What follows belongs to an exercise in optimizing a design on an open flow for small area, a short achievable clock period and few clock cycles; a production flow would make more cautious choices. Function was checked by simulation only, so behaviour that the tests miss may differ from the original. No activity file was given, so power comes from the tool's default toggle rates.

[design.v]
module mdu_iter #(
   parameter int unsigned WIDTH = 32,
   parameter int unsigned CNT_W = $clog2(WIDTH + 1)
) (
   input  logic             clk,
   input  logic             rstn,
   input  logic             start,
   input  logic             is_div,
   input  logic             is_signed,
   input  logic [WIDTH-1:0] a,
   input  logic [WIDTH-1:0] b,
   input  logic             kill,
   output logic             done,
   output logic [WIDTH-1:0] hi,
   output logic [WIDTH-1:0] lo
);
   logic [WIDTH-1:0] hi_q, lo_q, b_q, a_raw_q;
   logic [CNT_W-1:0] cnt_q;
   logic             run_q, div_q, neg_q, neg_rem_q, div0_q;
   logic             a_neg, b_neg, ge;
   logic [WIDTH:0]   add_s;
   logic [WIDTH-1:0] rem_sh, diff, nxt_hi, nxt_lo;
   logic [2*WIDTH-1:0] prod;
   assign a_neg = is_signed && a[WIDTH-1];
   assign b_neg = is_signed && b[WIDTH-1];
   assign done  = run_q && (cnt_q == CNT_W'(WIDTH - 1));
   always_comb begin
      add_s  = {1'b0, hi_q} + (lo_q[0] ? {1'b0, b_q} : '0);
      rem_sh = {hi_q[WIDTH-2:0], lo_q[WIDTH-1]};
      ge     = {hi_q, lo_q[WIDTH-1]} >= {1'b0, b_q};
      diff   = rem_sh - b_q;
      if (div_q) begin
         nxt_hi = ge ? diff : rem_sh;
         nxt_lo = {lo_q[WIDTH-2:0], ge};
      end else begin
         nxt_hi = add_s[WIDTH:1];
         nxt_lo = {add_s[0], lo_q[WIDTH-1:1]};
      end
      prod = neg_q ? -{nxt_hi, nxt_lo} : {nxt_hi, nxt_lo};
      hi   = prod[2*WIDTH-1:WIDTH];
      lo   = prod[WIDTH-1:0];
      if (div_q) begin
         if (div0_q) begin
            hi = a_raw_q;
            lo = '1;
         end else begin
            hi = neg_rem_q ? -nxt_hi : nxt_hi;
            lo = neg_q ? -nxt_lo : nxt_lo;
         end
      end
   end
   always_ff @(posedge clk or negedge rstn) begin
      if (!rstn) begin
         hi_q      <= '0;
         lo_q      <= '0;
         b_q       <= '0;
         a_raw_q   <= '0;
         cnt_q     <= '0;
         run_q     <= 1'b0;
         div_q     <= 1'b0;
         neg_q     <= 1'b0;
         neg_rem_q <= 1'b0;
         div0_q    <= 1'b0;
      end else if (kill) begin
         run_q <= 1'b0;
         cnt_q <= '0;
      end else if (start) begin
         hi_q      <= '0;
         lo_q      <= a_neg ? -a : a;
         b_q       <= b_neg ? -b : b;
         a_raw_q   <= a;
         cnt_q     <= '0;
         run_q     <= 1'b1;
         div_q     <= is_div;
         neg_q     <= a_neg ^ b_neg;
         neg_rem_q <= a_neg;
         div0_q    <= (b == '0);
      end else if (run_q) begin
         hi_q <= nxt_hi;
         lo_q <= nxt_lo;
         if (done) begin
            run_q <= 1'b0;
            cnt_q <= '0;
         end else begin
            cnt_q <= cnt_q + CNT_W'(1);
         end
      end
   end
endmodule
module alu_mc #(
   parameter int unsigned WIDTH = 32,
   parameter int unsigned CNT_W = $clog2(WIDTH + 1)
) (
   input  logic             clk,
   input  logic             rstn,
   input  logic             in_valid,
   output logic             in_ready,
   input  logic [4:0]       ALUOp,
   input  logic [WIDTH-1:0] A,
   input  logic [WIDTH-1:0] B,
   input  logic [4:0]       shamt,
   input  logic             flush,
   output logic             out_valid,
   output logic [WIDTH-1:0] C,
   output logic             zero,
   output logic             ovf,
   output logic             busy
);
   localparam int unsigned OP_W = 5;
   localparam logic [OP_W-1:0] ALUOp_NOP   = 5'd0;
   localparam logic [OP_W-1:0] ALUOp_LUI   = 5'd1;
   localparam logic [OP_W-1:0] ALUOp_ADD   = 5'd2;
   localparam logic [OP_W-1:0] ALUOp_SUB   = 5'd3;
   localparam logic [OP_W-1:0] ALUOp_AND   = 5'd4;
   localparam logic [OP_W-1:0] ALUOp_OR    = 5'd5;
   localparam logic [OP_W-1:0] ALUOp_SLT   = 5'd6;
   localparam logic [OP_W-1:0] ALUOp_SLTU  = 5'd7;
   localparam logic [OP_W-1:0] ALUOp_ADDU  = 5'd8;
   localparam logic [OP_W-1:0] ALUOp_SUBU  = 5'd9;
   localparam logic [OP_W-1:0] ALUOp_XOR   = 5'd10;
   localparam logic [OP_W-1:0] ALUOp_NOR   = 5'd11;
   localparam logic [OP_W-1:0] ALUOp_SLL   = 5'd12;
   localparam logic [OP_W-1:0] ALUOp_SRL   = 5'd13;
   localparam logic [OP_W-1:0] ALUOp_SRA   = 5'd14;
   localparam logic [OP_W-1:0] ALUOp_EQL   = 5'd15;
   localparam logic [OP_W-1:0] ALUOp_NE    = 5'd16;
   localparam logic [OP_W-1:0] ALUOp_MULT  = 5'd17;
   localparam logic [OP_W-1:0] ALUOp_MULTU = 5'd18;
   localparam logic [OP_W-1:0] ALUOp_DIV   = 5'd19;
   localparam logic [OP_W-1:0] ALUOp_DIVU  = 5'd20;
   localparam logic [OP_W-1:0] ALUOp_MFHI  = 5'd21;
   localparam logic [OP_W-1:0] ALUOp_MFLO  = 5'd22;
   typedef enum logic [1:0] {
      S_IDLE = 2'd0,
      S_DONE = 2'd1,
      S_MUL  = 2'd2,
      S_DIV  = 2'd3
   } state_t;
   function automatic logic is_mul_op(input logic [OP_W-1:0] op);
      is_mul_op = (op == ALUOp_MULT) || (op == ALUOp_MULTU);
   endfunction
   function automatic logic is_div_op(input logic [OP_W-1:0] op);
      is_div_op = (op == ALUOp_DIV) || (op == ALUOp_DIVU);
   endfunction
   state_t           state_q, state_d;
   logic [WIDTH-1:0] c_q, c_d, hi_q, hi_d, lo_q, lo_d;
   logic             zero_q, zero_d, ovf_q, ovf_d, busy_q, busy_d;
   logic             op_mul, op_div, mdu_start, mdu_done;
   logic [WIDTH-1:0] mdu_hi, mdu_lo, sum, diff, alu_res;
   logic             alu_zero, alu_ovf;
   assign in_ready  = (state_q == S_IDLE);
   assign out_valid = (state_q == S_DONE) && !flush;
   assign C         = c_q;
   assign zero      = zero_q;
   assign ovf       = ovf_q;
   assign busy      = busy_q;
   assign op_mul    = is_mul_op(ALUOp);
   assign op_div    = is_div_op(ALUOp);
   assign mdu_start = in_valid && in_ready && !flush && (op_mul || op_div);
   assign sum       = A + B;
   assign diff      = A - B;
   mdu_iter #(.WIDTH(WIDTH), .CNT_W(CNT_W)) u_mdu (
      .clk       (clk),
      .rstn      (rstn),
      .start     (mdu_start),
      .is_div    (op_div),
      .is_signed ((ALUOp == ALUOp_MULT) || (ALUOp == ALUOp_DIV)),
      .a         (A),
      .b         (B),
      .kill      (flush),
      .done      (mdu_done),
      .hi        (mdu_hi),
      .lo        (mdu_lo)
   );
   always_comb begin
      alu_res = '0;
      alu_ovf = 1'b0;
      case (ALUOp)
         ALUOp_ADD: begin
            alu_res = sum;
            alu_ovf = (A[WIDTH-1] == B[WIDTH-1]) && (sum[WIDTH-1] != A[WIDTH-1]);
         end
         ALUOp_SUB: begin
            alu_res = diff;
            alu_ovf = (A[WIDTH-1] != B[WIDTH-1]) && (diff[WIDTH-1] != A[WIDTH-1]);
         end
         ALUOp_ADDU: alu_res = sum;
         ALUOp_SUBU: alu_res = diff;
         ALUOp_AND:  alu_res = A & B;
         ALUOp_OR:   alu_res = A | B;
         ALUOp_XOR:  alu_res = A ^ B;
         ALUOp_NOR:  alu_res = ~(A | B);
         ALUOp_SLT:  alu_res = WIDTH'($signed(A) < $signed(B));
         ALUOp_SLTU: alu_res = WIDTH'(A < B);
         ALUOp_LUI:  alu_res = B << 16;
         ALUOp_SLL:  alu_res = B << shamt;
         ALUOp_SRL:  alu_res = B >> shamt;
         ALUOp_SRA:  alu_res = WIDTH'($signed(B) >>> shamt);
         ALUOp_MFHI: alu_res = hi_q;
         ALUOp_MFLO: alu_res = lo_q;
         default:    alu_res = '0;
      endcase
      if (ALUOp == ALUOp_EQL)     alu_zero = (A == B);
      else if (ALUOp == ALUOp_NE) alu_zero = (A != B);
      else                        alu_zero = (alu_res == '0);
   end
   always_comb begin
      state_d = state_q;
      c_d     = c_q;
      zero_d  = zero_q;
      ovf_d   = ovf_q;
      hi_d    = hi_q;
      lo_d    = lo_q;
      busy_d  = 1'b0;
      if (flush) begin
         state_d = S_IDLE;
      end else begin
         case (state_q)
            S_IDLE: begin
               if (in_valid) begin
                  if (op_mul) begin
                     state_d = S_MUL;
                     busy_d  = 1'b1;
                  end else if (op_div) begin
                     state_d = S_DIV;
                     busy_d  = 1'b1;
                  end else begin
                     state_d = S_DONE;
                     c_d     = alu_res;
                     zero_d  = alu_zero;
                     ovf_d   = alu_ovf;
                  end
               end
            end
            S_MUL, S_DIV: begin
               busy_d = 1'b1;
               if (mdu_done) begin
                  state_d = S_DONE;
                  c_d     = mdu_lo;
                  hi_d    = mdu_hi;
                  lo_d    = mdu_lo;
                  zero_d  = (mdu_lo == '0);
                  ovf_d   = 1'b0;
               end
            end
            default: state_d = S_IDLE;
         endcase
      end
   end
   always_ff @(posedge clk or negedge rstn) begin
      if (!rstn) begin
         state_q <= S_IDLE;
         c_q     <= '0;
         zero_q  <= 1'b0;
         ovf_q   <= 1'b0;
         hi_q    <= '0;
         lo_q    <= '0;
         busy_q  <= 1'b0;
      end else begin
         state_q <= state_d;
         c_q     <= c_d;
         zero_q  <= zero_d;
         ovf_q   <= ovf_d;
         hi_q    <= hi_d;
         lo_q    <= lo_d;
         busy_q  <= busy_d;
      end
   end
endmodule
[run.sh]
#!/bin/bash
# synth_recipe.tcl (not shown) runs the flow's synth.tcl, then flattens the netlist and writes it again
# the make line also repeats each setting of config.mk as NAME=value (left out here)
make -C /OpenROAD-flow-scripts/flow DESIGN_CONFIG=/design/flow/config.mk WORK_HOME=/design/flow/orfs CLKGATE_MAP_FILE= SYNTH_SCRIPT=/design/flow/synth_recipe.tcl finish
[config.mk]
export PLATFORM = sky130hd
export DESIGN_NAME = alu_mc
export DESIGN_NICKNAME = alu_mc
export VERILOG_FILES = /design/flow/design.v
export SDC_FILE = /design/flow/constraint.sdc
export NUM_CORES = 4
export LEC_CHECK = 0
export CAP_MARGIN = 20
export CORE_MARGIN = 2
export CORE_UTILIZATION = 40
export SLEW_MARGIN = 20
[constraint.sdc]
create_clock -name core_clock -period 6.5 [get_ports {clk}]
set_input_delay 1.3000 -clock core_clock [delete_from_list [all_inputs] [get_ports {clk}]]
set_output_delay 1.3000 -clock core_clock [all_outputs]
set_load 0.01 [all_outputs]
==> qor.yml <==
status: "complete, no violations"
yosys.area.top_type: "dfrtp_1"
clock-root-buffer: "clkbuf_16"
place_congestion: 1.050
synth_warnings: 2
final_core_util: 0.4684
grt_util_all_layers: 0.4112
core_area_um2: 70150
cts-hold-fix-buffers: 0
p_leak_uw: 0.01390
slew_viol_final: 0
cts.path.max_buffers: 3
grt_pass1_vias: 30390
instances_no_fill: 4792
rsz0062_at_grt: "false"
dp.cells: 4728
synth_edf_count: 0
ys_ff_latch: 240
worst_hold_slack_ns: 0.4690
detailed_place_hpwl_um: 122900
start_kind: "input pin"
synth_seq_area_share: 0.2118
synth_cell_types: 106
setup_violations: 0
synthFlopType: "dfrtp_1"
cts_setup_buffers: 0
clock.fmax_mhz: 163.3
fin_crit_ns: 6.122
critical_path_class: "in2reg"
vdd_drop_max_v: 0.0002790
hold_viol_final: 0
synth_mux_area_frac: 0.08938
grt_overflow: 0
placementRows: 97
finalClockSkew_ns: 0.03637
areaGrowthSynthToFinish_pct: 15.87
port_buffers: 114
n_antenna_cell: 0
path_clk_slew_ns: 0.06
synth-compound-area-share: 0.2954
drtAntennaViolNets: 0
end_kind: "flip-flop"
ys_top_cells_by_area: "dfrtp_1 21%, ha_1 7.2%, nand2_1 6.4%"
die_h_um: 270.3
drive_gt1_frac: 0.1251
wire_per_inst_um: 32.15
cts_buffers: 35
post-route-period-util: 0.9419
start_util: 0.4043
crit_arrival_ns: 6.59
nets: 4072
routed-via-count: 32140
rrSetupSlack_ns: 0.92
tightest_slew_ns: 1.158
drc: 0
dr.pass1.iters: 6
synthSimpleGateAreaFrac: 0.2050
cts.htree.levels: 2
finalWorstSetupSlack_ns: 0.3777
yosys.area.top_type_share: 0.2118
synth-xor-area-share: 0.05837
ioPinCount: 115
p_per_area_nw_per_um2: 361.0
post-place-ws_ns: -0.1041
vias_per_cell: 6.706
wl_um: 154000
path_max_fanout: 5
cts_resized: 0
clk_latency_ns: 0.58
cts_tree: "yes"
cts.sinks: 240
antenna_found_initial: 12
synth_area_um2: 28360
synth-adder-area-share: 0.07518
synth_fp_nets: 3936
syn_inst: 3690
post_synth.cell_area_avg_um2: 7.686
grt_pass1_wl_um: 221900
die-area_um2: 73050
ys_async_sr_fraction: 1.000
slew_headroom: 0.2198
synth_top_family_by_area: "compound AO/OA/AOI/OAI gates"
max_cap_viol_count: 0
required_ns: 6.97
grt_start_max_net_pins: 163
die_w_um: 270.3
hp-class: "reg2reg"
drt_iter0_drc: 4802
==> Yosys cell counts (all sizes together), types with 50 or more instances <==
| cell type | number |
|---|---|
| o21ai | 364 |
| dfrtp | 240 |
| nor2 | 258 |
| buf | 65 |
| clkbuf | 226 |
| nand2 | 485 |
| a21oi | 238 |
| nor3 | 72 |
| mux4 | 68 |
| nand3 | 81 |
| nand4 | 50 |
| ha | 164 |
| o211ai | 53 |
| mux2i | 80 |
| and2 | 54 |
| xnor2 | 143 |
| inv | 164 |
| a22oi | 53 |
==> flip-flops by register name (all words and copies together) (netlist names), 2 cells and up <==
| signal | flops |
|---|---|
| u_mdu.b_q | 32 |
| u_mdu.lo_q | 32 |
| u_mdu.hi_q | 32 |
| u_mdu.cnt_q | 6 |
| lo_q | 32 |
| hi_q | 32 |
| c_q | 32 |
| u_mdu.a_raw_q | 32 |
| state_q | 2 |
==> cell usage in the layout (no fill, tap or decap), drive strengths merged, types with 53 or more instances in the layout <==
master           n
clkdlybuf4s50  109
xnor2          143
inv            166
nand3           81
buf            281
nor3            72
mux4            68
ha             164
a22oi           53
mux2i           80
nand2          485
a21oi          238
o21ai          364
and2            54
o211ai          53
dfrtp          240
nor2           258
==> critical path: stages <==
cell	delay [ns]
clkdlybuf4s50_1	0.68
inv_1	0.12
ha_1	0.38
o21bai_1	0.12
a21oi_1	0.34
nor3_1	0.12
a211oi_1	0.54
o221ai_1	0.24
a211oi_2	0.28
nand2_1	0.07
or4_1	0.52
nor4_1	0.60
buf_4	0.21
and4_1	0.25
nand4_1	0.13
or3_1	0.36
o41ai_2	0.32
==> per-layer routing <==
layer  global-route usage  wire (um)  vias to the layer above
li1                     -          -                    13970
met1               0.5572      63020                    15690
met2               0.6061      64300                     2029
met3              0.08828      15980                      431
met4               0.2296      10630                       16
met5                    0        110                        -
==> cell type report <==
cell class / instances / area (um2)
clock buffers: 48 / 996.0
clock inverters: 15 / 185.2
fillers: 7232 / 37290
inverters: 165 / 619.3
multi-input cells: 2994 / 20580
flip-flops and latches: 240 / 6010
well taps: 940 / 1176
repair buffers: 390 / 3298
==> final timing paths <==
check                                    end               from  cells past startpoint
hold reg to reg            u_mdu.a_raw_q[30]  u_mdu.a_raw_q[30]                      2
hold / removal             u_mdu.a_raw_q[30]  u_mdu.a_raw_q[30]                      2
min in group asynchronous           lo_q[24]               rstn                      1
setup reg to reg                    hi_q[20]     u_mdu.lo_q[31]                     21
max in group asynchronous        u_mdu.div_q               rstn                      2
setup / recovery                      zero_q               B[2]                     17
==> where the power goes <==
group          leakage (uW)  switching, uW  total [uW]  internal, uW
Sequential          0.00309            505        2320          1810
Combinational        0.0102           4730        7530          2790
Clock              0.000574            822        2020          1200
Total                0.0139           6060       11900          5800
==> stage by stage <==
stage	power, uW	setup TNS [ns]	instance area [um2]
2_1_floorplan	7036	0	28360
3_3_place_gp	9587	-0.06215	31670
3_5_place_dp	9599	-0.1041	31670
4_1_cts	11660	0	32850
5_1_grt	12540	0	32860
6_report	11860	0	32860
==> cells by family after synthesis <==
family                   Yosys count
adder cells (fa/ha/maj)          168
flip-flops                       240
AND/OR/NAND/NOR                 1224
buffers and inverters            456
AO/OA/AOI/OAI                   1249
XOR/XNOR                         189
multiplexers                     164
Testbench counts, summed over its fixed seeds: cycles 21,536.

## what the ideal ports hide
Ports are ideal in the flow. The routed layout listed here was re-timed in OpenROAD.
Step 1: set_driving_cell puts a clkbuf_16 on clk and a buf_2 on each other input, an assumption about the parent block.
Step 2 times the ports against the registers' clock, not the clock port: input delays grow and output delays shrink by t, the midpoint of the rising clock arrivals with the driver on.
Slacks: no drivers / after step 1 / after step 2; pairs: no drivers / after step 1.
shift t [ns]: 0.627
slack for setup (ns): 0.378 / 0.423 / -0.204
hold WS [ns]: 0.469 / 0.469 / 0.469
latest minus earliest clock arrival (ns): 0.036 / 0.036
With both steps, setup timing fails in this run, where it was met with ideal ports. For this run, drivers alone change the setup slack by +0.045 ns; drivers and shift together by -0.582 ns.
